Source: an optimization exercise on an open RTL-to-GDS flow (aim: small area, a short achievable clock period and few clock cycles). Production flows keep margins and buffers that such runs may drop. Where RTL was checked, it was by simulation tests only, not by an equivalence proof against the original. Power and IR drop assume default switching activity.

==> inputs of juniper <==
## infix_to_prefix_converter_unit
module infix_to_prefix_converter_unit (
  input  logic       clk_i,
  input  logic       rst_ni,
  input  logic       s_axis_tvalid,
  output logic       s_axis_tready,
  input  logic [7:0] s_axis_tdata,    
  input  logic       s_axis_tlast,
  output logic       m_axis_tvalid,
  input  logic       m_axis_tready,
  output logic [7:0] m_axis_tdata,    
  output logic       m_axis_tlast,
  output logic [1:0] m_axis_tuser     
);
==> flow/config.mk <==
export PLATFORM = sky130hd
export DESIGN_NAME = infix_to_prefix_converter_unit
export DESIGN_NICKNAME = infix_to_prefix_converter_unit
export VERILOG_FILES = /design/flow/design.v
export SDC_FILE = /design/flow/constraint.sdc
export NUM_CORES = 4
export LEC_CHECK = 0
export CAP_MARGIN = 20
export CORE_MARGIN = 2
export CORE_UTILIZATION = 45
export SETUP_SLACK_MARGIN = 3.5
export SLEW_MARGIN = 20
export TNS_END_PERCENT = 30
==> flow/constraint.sdc <==
create_clock -name core_clock -period 6.0 [get_ports {clk_i}]
set_input_delay 1.2000 -clock core_clock [delete_from_list [all_inputs] [get_ports {clk_i}]]
set_output_delay 1.2000 -clock core_clock [all_outputs]
set_load 0.01 [all_outputs]
run.sh (not shown) runs the stock make flow with config.mk's settings and CLKGATE_MAP_FILE= SYNTH_SCRIPT=/design/flow/synth_recipe.tcl, a recipe that flattens the netlist after the stock synthesis.
==> inputs of violet, as changes to juniper <==
--- a/flow/design.v
+++ b/flow/design.v
@@ -238,14 +238,14 @@
       qa_cnt_q <= '0;
       qa_h_q   <= '0;
       qa_t_q   <= '0;
     end else begin
       used_q   <= used_d;
       qa_cnt_q <= qa_cnt_d;
-      if (qa_pop)  qa_h_q <= qa_h_q + 1'b1;
-      if (qa_push) qa_t_q <= qa_t_q + 1'b1;
+      qa_h_q   <= qa_h_q + $bits(qa_h_q)'(qa_pop);
+      qa_t_q   <= qa_t_q + $bits(qa_t_q)'(qa_push);
     end
   end
   always_ff @(posedge clk_i) begin
     if (qa_cnt_q != 3'(QA)) begin
       qa_b_q[qa_t_q] <= a_full ? abase_q : (wa_q + 7'd1);
       qa_n_q[qa_t_q] <= qa_push_n;
@@ -595,32 +595,30 @@
   logic       c_rd;
   logic       c_add;
   logic [7:0] lo_d;
   logic       lo_l;
   logic [1:0] lo_u;
   logic       c_last;
+  logic [6:0] cf;
   logic [5:0] qc_lo6;
   assign c_room = !(ov_q && e1v_q);
   assign o_pop  = ov_q && m_axis_tready;
   assign c_take = c_room && cx_v_q;
   assign c_rd   = c_run_q && (!cx_v_q || c_take);
   assign c_last = ((cp_q + 7'd1) == cend_q);
   assign qc_pop = !c_run_q && (qc_cnt_q != 2'd0) && (!qc_s_q[0] || (c_room && !cx_v_q));
   assign c_add  = c_take || (qc_pop && qc_s_q[0]);
   assign lo_d   = cx_v_q ? cx_d_q : 8'h00;
   assign lo_l   = cx_v_q ? cx_l_q : 1'b1;
   assign lo_u   = cx_v_q ? STAT_OK : qc_st_q[0];
   assign qc_lo6 = qc_lo_q[0][5:0];
-  logic [6:0] used_p1, used_m1, used_f, used_pf;
+  logic [6:0] used_p1;
+  assign cf      = c_rd ? 7'd1 : (qc_pop ? qc_fr_q[0] : 7'd0);
   assign used_p1 = used_q + 7'd1;
-  assign used_m1 = used_q - 7'd1;
-  assign used_f  = used_q - qc_fr_q[0];
-  assign used_pf = used_p1 - qc_fr_q[0];
   always_comb begin
-    if (ram_wea) used_d = c_rd ? used_q : (qc_pop ? used_pf : used_p1);
-    else         used_d = c_rd ? used_m1 : (qc_pop ? used_f : used_q);
+    used_d = ram_wea ? (used_p1 - cf) : (used_q - cf);
     if (a_rel) used_d[6] = !used_d[6];
   end
   always_ff @(posedge clk_i or negedge rst_ni) begin
     if (!rst_ni) begin
       c_run_q <= 1'b0;
       cp_q    <= '0;
--- a/flow/config.mk
+++ b/flow/config.mk
@@ -4,10 +4,10 @@
 export VERILOG_FILES = /design/flow/design.v
 export SDC_FILE = /design/flow/constraint.sdc
 export NUM_CORES = 4
 export LEC_CHECK = 0
 export CAP_MARGIN = 20
 export CORE_MARGIN = 2
-export CORE_UTILIZATION = 45
+export CORE_UTILIZATION = 30
 export SETUP_SLACK_MARGIN = 3.5
 export SLEW_MARGIN = 20
 export TNS_END_PERCENT = 30
==> comparison table <==
| metric | juniper | violet |
|---|---|---|
| Syn_area_per_cell | 13.72 µm² | 13.88 µm² |
| HPWL after detailed placement | 117200 µm | 118500 µm |
| Placed Instance Area | 73090 µm² | 74050 µm² |
| Worst Hold End | pk_d_q[6]$_DFF_P_ | pk_d_q[4]$_DFF_P_ |
| Routability congestion estimate from global placement | 0.9425 | 0.8921 |
| Number of ordinary and repair buffers in the finished layout | 259 | 230 |
| Sequential fraction of total cell area | 53.41% | 53.19% |
| Outcome | no timing/DRC/antenna violations | no timing/DRC/antenna violations |
| Max_slew headroom | 28.60% | 19.11% |
| Switching Power | 16.57 mW | 16.40 mW |
| Post-route fraction of the period consumed by the critical path | 46.45% | 50.66% |
| Layout inverter count without the clock tree | 78 | 75 |
| Worst IR drop on VDD | 368.5 µV | 458.6 µV |
Testbench counts of juniper, summed over its fixed seeds: cycles 7,804.
Function not checked in violet: the RTL went through the layout flow alone.

---

==> inputs of branch ember <==
infix_to_prefix_converter_unit, a different RTL version from the one above (not shown whole).
## infix_to_prefix_converter_unit
module infix_to_prefix_converter_unit (
  input  logic       clk_i,
  input  logic       rst_ni,
  input  logic       s_axis_tvalid,
  output logic       s_axis_tready,
  input  logic [7:0] s_axis_tdata,    
  input  logic       s_axis_tlast,
  output logic       m_axis_tvalid,
  input  logic       m_axis_tready,
  output logic [7:0] m_axis_tdata,    
  output logic       m_axis_tlast,
  output logic [1:0] m_axis_tuser     
);
clock: 6.0 ns
lec_check: 0
cap_margin: 20
core_margin: 2
core_utilization: 30
setup_slack_margin: 3.5
slew_margin: 20
tns_end_percent: 30
==> inputs of branch maple, as changes to branch ember <==
--- a/flow/design.v
+++ b/flow/design.v
@@ -1,31 +1,42 @@
 module itp_ram (
-  input  logic        clk_i,
-  input  logic        wea_i,
-  input  logic [5:0]  waa_i,
-  input  logic [7:0]  wda_i,
-  input  logic        web_i,
-  input  logic [5:0]  wab_i,
-  input  logic [7:0]  wdb_i,
-  input  logic [63:0] rsa_i,
-  output logic [7:0]  rda_o,
-  input  logic [63:0] rsb_i,
-  output logic [7:0]  rdb_o
+  input  logic       clk_i,
+  input  logic       wea_i,
+  input  logic [7:0] wah_i,
+  input  logic [7:0] wal_i,
+  input  logic [7:0] wda_i,
+  input  logic       web_i,
+  input  logic [7:0] wbh_i,
+  input  logic [7:0] wbl_i,
+  input  logic [7:0] wdb_i,
+  input  logic [7:0] rah_i,
+  input  logic [7:0] ral_i,
+  output logic [7:0] rda_o,
+  input  logic [7:0] rbh_i,
+  input  logic [7:0] rbl_i,
+  output logic [7:0] rdb_o
 );
   logic [7:0] mem_q [64];
   always_ff @(posedge clk_i) begin
     for (int i = 0; i < 64; i++) begin
-      if (wea_i && (waa_i == 6'(i)))      mem_q[i] <= wda_i;
-      else if (web_i && (wab_i == 6'(i))) mem_q[i] <= wdb_i;
+      if (wea_i && wah_i[i / 8] && wal_i[i % 8])      mem_q[i] <= wda_i;
+      else if (web_i && wbh_i[i / 8] && wbl_i[i % 8]) mem_q[i] <= wdb_i;
     end
   end
   always_comb begin
+    logic [7:0] ga, gb;
     rda_o = '0;
     rdb_o = '0;
-    for (int i = 0; i < 64; i++) begin
-      rda_o = rda_o | (mem_q[i] & {8{rsa_i[i]}});
-      rdb_o = rdb_o | (mem_q[i] & {8{rsb_i[i]}});
+    for (int g = 0; g < 8; g++) begin
+      ga = '0;
+      gb = '0;
+      for (int j = 0; j < 8; j++) begin
+        ga = ga | (mem_q[8 * g + j] & {8{ral_i[j]}});
+        gb = gb | (mem_q[8 * g + j] & {8{rbl_i[j]}});
+      end
+      rda_o = rda_o | (ga & {8{rah_i[g]}});
+      rdb_o = rdb_o | (gb & {8{rbh_i[g]}});
     end
   end
 endmodule
 module itp_prec_unit (
   input  logic [7:0] c_i,
@@ -64,29 +75,29 @@
   localparam logic [1:0] STAT_UNBAL    = 2'd2;
   localparam int SD = 65;   
   localparam int SW = 17;
   localparam int Y_OPD = 8, Y_OPN = 7, Y_CLS = 6, Y_OP = 5, Y_G3 = 4, Y_G2 = 3, Y_G1 = 2;
   localparam int Y_FIN = 1, Y_OVF = 0;
-  function automatic logic [63:0] onehot(input logic [5:0] a);
-    onehot = 64'd1 << a;
+  function automatic logic [7:0] oh8(input logic [2:0] a);
+    oh8 = 8'd1 << a;
   endfunction
   logic [6:0] wa_q;        
   logic [6:0] abase_q;     
   logic [6:0] acnt_q;      
   logic       aovf_q;      
   logic [7:0] aprev_q;     
   logic [6:0] used_q;      
-  localparam int QA = 2;
+  localparam int QA = 4;
   logic [2:0] qa_cnt_q;
   logic [$clog2(QA)-1:0] qa_h_q, qa_t_q;    
   logic [6:0] qa_b_q [QA];       
   logic [6:0] qa_n_q [QA];
   logic       qa_o_q [QA];
   logic [7:0] qa_c_q [QA];
   logic [7:0] qa_p_q [QA];
   logic        b_run_q;
-  logic [63:0] rp_q;       
+  logic [7:0]  rph_q, rpl_q;    
   logic [6:0]  rem_q;      
   logic        finp_q;     
   logic [5:0]  wp_q;       
   logic [6:0]  mcnt_q;     
   logic [6:0]  bend_q;     
@@ -112,14 +123,14 @@
   logic [6:0] qc_lo_q [2];
   logic [6:0] qc_hi_q [2];
   logic [6:0] qc_fr_q [2];    
   logic        c_run_q;
   logic [6:0]  cp_q;       
-  logic [63:0] cpo_q;      
+  logic [7:0]  cph_q, cpl_q;    
   logic [6:0]  cend_q;
   logic       wqa_v_q, wqb_v_q;
-  logic [5:0] wqa_a_q, wqb_a_q;
+  logic [7:0] wqa_h_q, wqa_l_q, wqb_h_q, wqb_l_q;
   logic [7:0] wqa_d_q, wqb_d_q;
   logic       ov_q;
   logic [7:0] od_q;
   logic       ol_q;
   logic [1:0] ou_q;
@@ -128,18 +139,22 @@
   logic [6:0] used_d;
   logic [7:0] ram_rda, ram_rdb;
   itp_ram u_ram (
     .clk_i (clk_i),
     .wea_i (wqa_v_q),
-    .waa_i (wqa_a_q),
+    .wah_i (wqa_h_q),
+    .wal_i (wqa_l_q),
     .wda_i (wqa_d_q),
     .web_i (wqb_v_q),
-    .wab_i (wqb_a_q),
+    .wbh_i (wqb_h_q),
+    .wbl_i (wqb_l_q),
     .wdb_i (wqb_d_q),
-    .rsa_i (rp_q),
+    .rah_i (rph_q),
+    .ral_i (rpl_q),
     .rda_o (ram_rda),
-    .rsb_i (cpo_q),
+    .rbh_i (cph_q),
+    .rbl_i (cpl_q),
     .rdb_o (ram_rdb)
   );
   logic       a_full;
   logic       s_fire;
   logic       a_rel;
@@ -208,13 +223,15 @@
       wqa_v_q <= ram_wea;
       wqb_v_q <= ram_web;
     end
   end
   always_ff @(posedge clk_i) begin
-    wqa_a_q <= wa_q[5:0];
+    wqa_h_q <= oh8(wa_q[5:3]);
+    wqa_l_q <= oh8(wa_q[2:0]);
     wqa_d_q <= s_axis_tdata;
-    wqb_a_q <= wp_q;
+    wqb_h_q <= oh8(wp_q[5:3]);
+    wqb_l_q <= oh8(wp_q[2:0]);
     wqb_d_q <= ram_wdb;
   end
   always_ff @(posedge clk_i or negedge rst_ni) begin
     if (!rst_ni) begin
       used_q   <= '0;
@@ -239,13 +256,12 @@
   end
   logic [6:0] hq_b, hq_n;
   logic       hq_o;
   logic [7:0] hq_c, hq_p;
   assign hq_b = qa_b_q[qa_h_q];
-  logic [63:0] hq_oh, hq_ro;
-  assign hq_oh = onehot(hq_b[5:0]);
-  assign hq_ro = {hq_oh[2:0], hq_oh[63:3]};
+  logic [5:0] hq_r;
+  assign hq_r = hq_b[5:0] - 6'd3;
   assign hq_n = qa_n_q[qa_h_q];
   assign hq_o = qa_o_q[qa_h_q];
   assign hq_c = qa_c_q[qa_h_q];
   assign hq_p = qa_p_q[qa_h_q];
   logic       rc_opd, rc_opn, rc_cls, rc_op;
@@ -469,19 +485,23 @@
       if (emit) mcnt_q <= mcnt_q + 7'd1;
     end
   end
   always_ff @(posedge clk_i) begin
     if (b_start) begin
-      rp_q   <= hq_ro;
+      rph_q  <= oh8(hq_r[5:3]);
+      rpl_q  <= oh8(hq_r[2:0]);
       blen_q <= hq_o ? 7'd0 : hq_n;
       gap_q  <= hq_n;
       wp_q   <= hq_b[5:0] - 6'd1;
       bend_q <= hq_b;
       f0_q   <= hq_o ? ovf_sym : lc_sym;
       f1_q   <= (hq_n == 7'd1) ? fin_sym : pc_sym;
     end else begin
-      if (fetch && (rem_q != '0)) rp_q <= {rp_q[0], rp_q[63:1]};
+      if (fetch && (rem_q != '0)) begin
+        rpl_q <= {rpl_q[0], rpl_q[7:1]};
+        if (rpl_q[0]) rph_q <= {rph_q[0], rph_q[7:1]};
+      end
       if (emit) wp_q <= wp_q - 6'd1;
       if (emit) gap_q <= gap_m1;
       f0_q <= a0;
       f1_q <= a1;
     end
@@ -564,42 +584,54 @@
   end
   logic       e1v_q;
   logic [7:0] e1d_q;
   logic       e1l_q;
   logic [1:0] e1u_q;
+  logic       cx_v_q;
+  logic [7:0] cx_d_q;
+  logic       cx_l_q;
   logic       c_room;
   logic       o_pop;
+  logic       c_take;
+  logic       c_rd;
   logic       c_add;
   logic [7:0] lo_d;
   logic       lo_l;
   logic [1:0] lo_u;
   logic       c_last;
-  logic [6:0] cf;
-  assign c_room   = !(ov_q && e1v_q);
-  assign o_pop    = ov_q && m_axis_tready;
-  assign c_last   = ((cp_q + 7'd1) == cend_q);
-  assign qc_pop   = !c_run_q && (qc_cnt_q != 2'd0) && (!qc_s_q[0] || c_room);
-  assign c_add    = c_room && (c_run_q || (qc_pop && qc_s_q[0]));
-  assign lo_d     = c_run_q ? ram_rdb : 8'h00;
-  assign lo_l     = c_run_q ? c_last : 1'b1;
-  assign lo_u     = c_run_q ? STAT_OK : qc_st_q[0];
-  logic [6:0] used_p1;
-  assign cf      = c_run_q ? {6'd0, c_room} : (qc_pop ? qc_fr_q[0] : 7'd0);
+  logic [5:0] qc_lo6;
+  assign c_room = !(ov_q && e1v_q);
+  assign o_pop  = ov_q && m_axis_tready;
+  assign c_take = c_room && cx_v_q;
+  assign c_rd   = c_run_q && (!cx_v_q || c_take);
+  assign c_last = ((cp_q + 7'd1) == cend_q);
+  assign qc_pop = !c_run_q && (qc_cnt_q != 2'd0) && (!qc_s_q[0] || (c_room && !cx_v_q));
+  assign c_add  = c_take || (qc_pop && qc_s_q[0]);
+  assign lo_d   = cx_v_q ? cx_d_q : 8'h00;
+  assign lo_l   = cx_v_q ? cx_l_q : 1'b1;
+  assign lo_u   = cx_v_q ? STAT_OK : qc_st_q[0];
+  assign qc_lo6 = qc_lo_q[0][5:0];
+  logic [6:0] used_p1, used_m1, used_f, used_pf;
   assign used_p1 = used_q + 7'd1;
+  assign used_m1 = used_q - 7'd1;
+  assign used_f  = used_q - qc_fr_q[0];
+  assign used_pf = used_p1 - qc_fr_q[0];
   always_comb begin
-    used_d = ram_wea ? (used_p1 - cf) : (used_q - cf);
+    if (ram_wea) used_d = c_rd ? used_q : (qc_pop ? used_pf : used_p1);
+    else         used_d = c_rd ? used_m1 : (qc_pop ? used_f : used_q);
     if (a_rel) used_d[6] = !used_d[6];
   end
   always_ff @(posedge clk_i or negedge rst_ni) begin
     if (!rst_ni) begin
       c_run_q <= 1'b0;
       cp_q    <= '0;
+      cx_v_q  <= 1'b0;
       ov_q    <= 1'b0;
       e1v_q   <= 1'b0;
     end else begin
       if (c_run_q) begin
-        if (c_room) begin
+        if (c_rd) begin
           cp_q <= cp_q + 7'd1;
           if (c_last) c_run_q <= 1'b0;
         end
       end else if (qc_pop) begin
         if (qc_s_q[0]) begin
@@ -607,10 +639,12 @@
         end else begin
           cp_q    <= qc_lo_q[0];
           c_run_q <= 1'b1;
         end
       end
+      if (c_rd)        cx_v_q <= 1'b1;
+      else if (c_take) cx_v_q <= 1'b0;
       if (ov_q && !o_pop) begin
         if (!e1v_q) e1v_q <= c_add;
       end else if (e1v_q) begin
         ov_q  <= 1'b1;
         e1v_q <= c_add;
@@ -619,14 +653,18 @@
         e1v_q <= 1'b0;
       end
     end
   end
   always_ff @(posedge clk_i) begin
-    if (c_run_q) begin
-      if (c_room) cpo_q <= {cpo_q[62:0], cpo_q[63]};
-    end else if (qc_pop) begin
-      cpo_q <= onehot(qc_lo_q[0][5:0]);
+    if (c_rd) begin
+      cx_d_q <= ram_rdb;
+      cx_l_q <= c_last;
+      cpl_q  <= {cpl_q[6:0], cpl_q[7]};
+      if (cpl_q[7]) cph_q <= {cph_q[6:0], cph_q[7]};
+    end else if (!c_run_q && qc_pop) begin
+      cph_q <= oh8(qc_lo6[5:3]);
+      cpl_q <= oh8(qc_lo6[2:0]);
     end
     if (qc_pop && !qc_s_q[0]) cend_q <= qc_hi_q[0];
     if (ov_q && !o_pop) begin
       if (!e1v_q) begin
         e1d_q <= lo_d;
ABC_AREA = 1   (was unset)
==> metrics.yaml <==
layout:
  final_cell_mix: "2110 x nand2_1, 1299 x edfxtp_1, 1067 x o21ai_0"
  drive_gt1_share_pct: 9.70
  multi_input_area_um2: 24300
  seq-cell-share_pct: 53.1
  multi_input_area_share_pct: 29.6
  diodes: 4
  multi_input_cells: 4920
  clk_share_pct: 6.55
synthesis:
  synth_top_family_by_area: "simple AND/OR/NAND/NOR gates"
sta:
  max_freq_ghz: 0.368
  layout_min_cycle_time_ps: 2720
  fin_skew_ps: 61.1
worst_setup_path:
  endpoint: "s_axis_tready"
  cp-startpoint: "tready_q"
  crit_type: "register to output port"
power_and_ir_drop:
  comb-power_w: 0.0177
  pwr-share-comb_pct: 39.4
routing:
  route.met2.wl_um: 100000
die:
  n_tap_cell: 3167
grt:
  gr-usage-met1_pct: 23.1
outcome:
  run_status: "no timing/DRC/antenna violations"
the above is filed under branch maple

==> metrics.yaml <==
layout:
  seq-cell-share_pct: 50.1
  multi_input_area_share_pct: 32.5
  final_cell_mix: "1324 x edfxtp_1, 1036 x mux2_2, 331 x buf_4"
  multi_input_cells: 3132
  clk_share_pct: 6.78
die:
  n_tap_cell: 3150
sta:
  max_freq_ghz: 0.334
worst_setup_path:
  crit_type: "register to register"
  cp-startpoint: "wqa_a_q[2]"
outcome:
  run_status: "no timing/DRC/antenna violations"
the above is filed under branch ember

Testbench counts of branch ember, summed over its fixed seeds: cycles 8,142.
Testbench counts of branch maple, summed over its fixed seeds: cycles 7,804.

==> afterwards: timing with drivers on the ports <==
No port has a modelled driver above. Below, the same layouts with a new extraction and two added sets of constraints.
Step 1 assumes that a clkbuf_16 drives the clock port and a buf_2 every other input.
Step 2 also shifts input and output timing later by t, the mid clock arrival at the registers, as if the neighbouring blocks saw the same clock.
Slacks: ideal / step 1 / step 2; pairs: ideal / step 1.
run	t (ns)	setup WS [ns]	hold WS [ns]	latest minus earliest clock arrival (ns)
juniper	0.866	3.213 / 3.213 / 2.601	0.406 / 0.406 / 0.406	0.047 / 0.046
violet	0.875	2.960 / 2.960 / 2.437	0.369 / 0.369 / 0.369	0.038 / 0.038
branch ember	0.942	3.004 / 3.004 / 2.319	0.381 / 0.315 / 0.405	0.053 / 0.053
branch maple	0.897	3.283 / 3.201 / 2.502	0.377 / 0.377 / 0.377	0.063 / 0.063
After both steps setup and hold are still met in every run listed. The setup slack of branch maple, which loses most, moves by -0.082 ns with the drivers and by -0.781 ns with both steps.
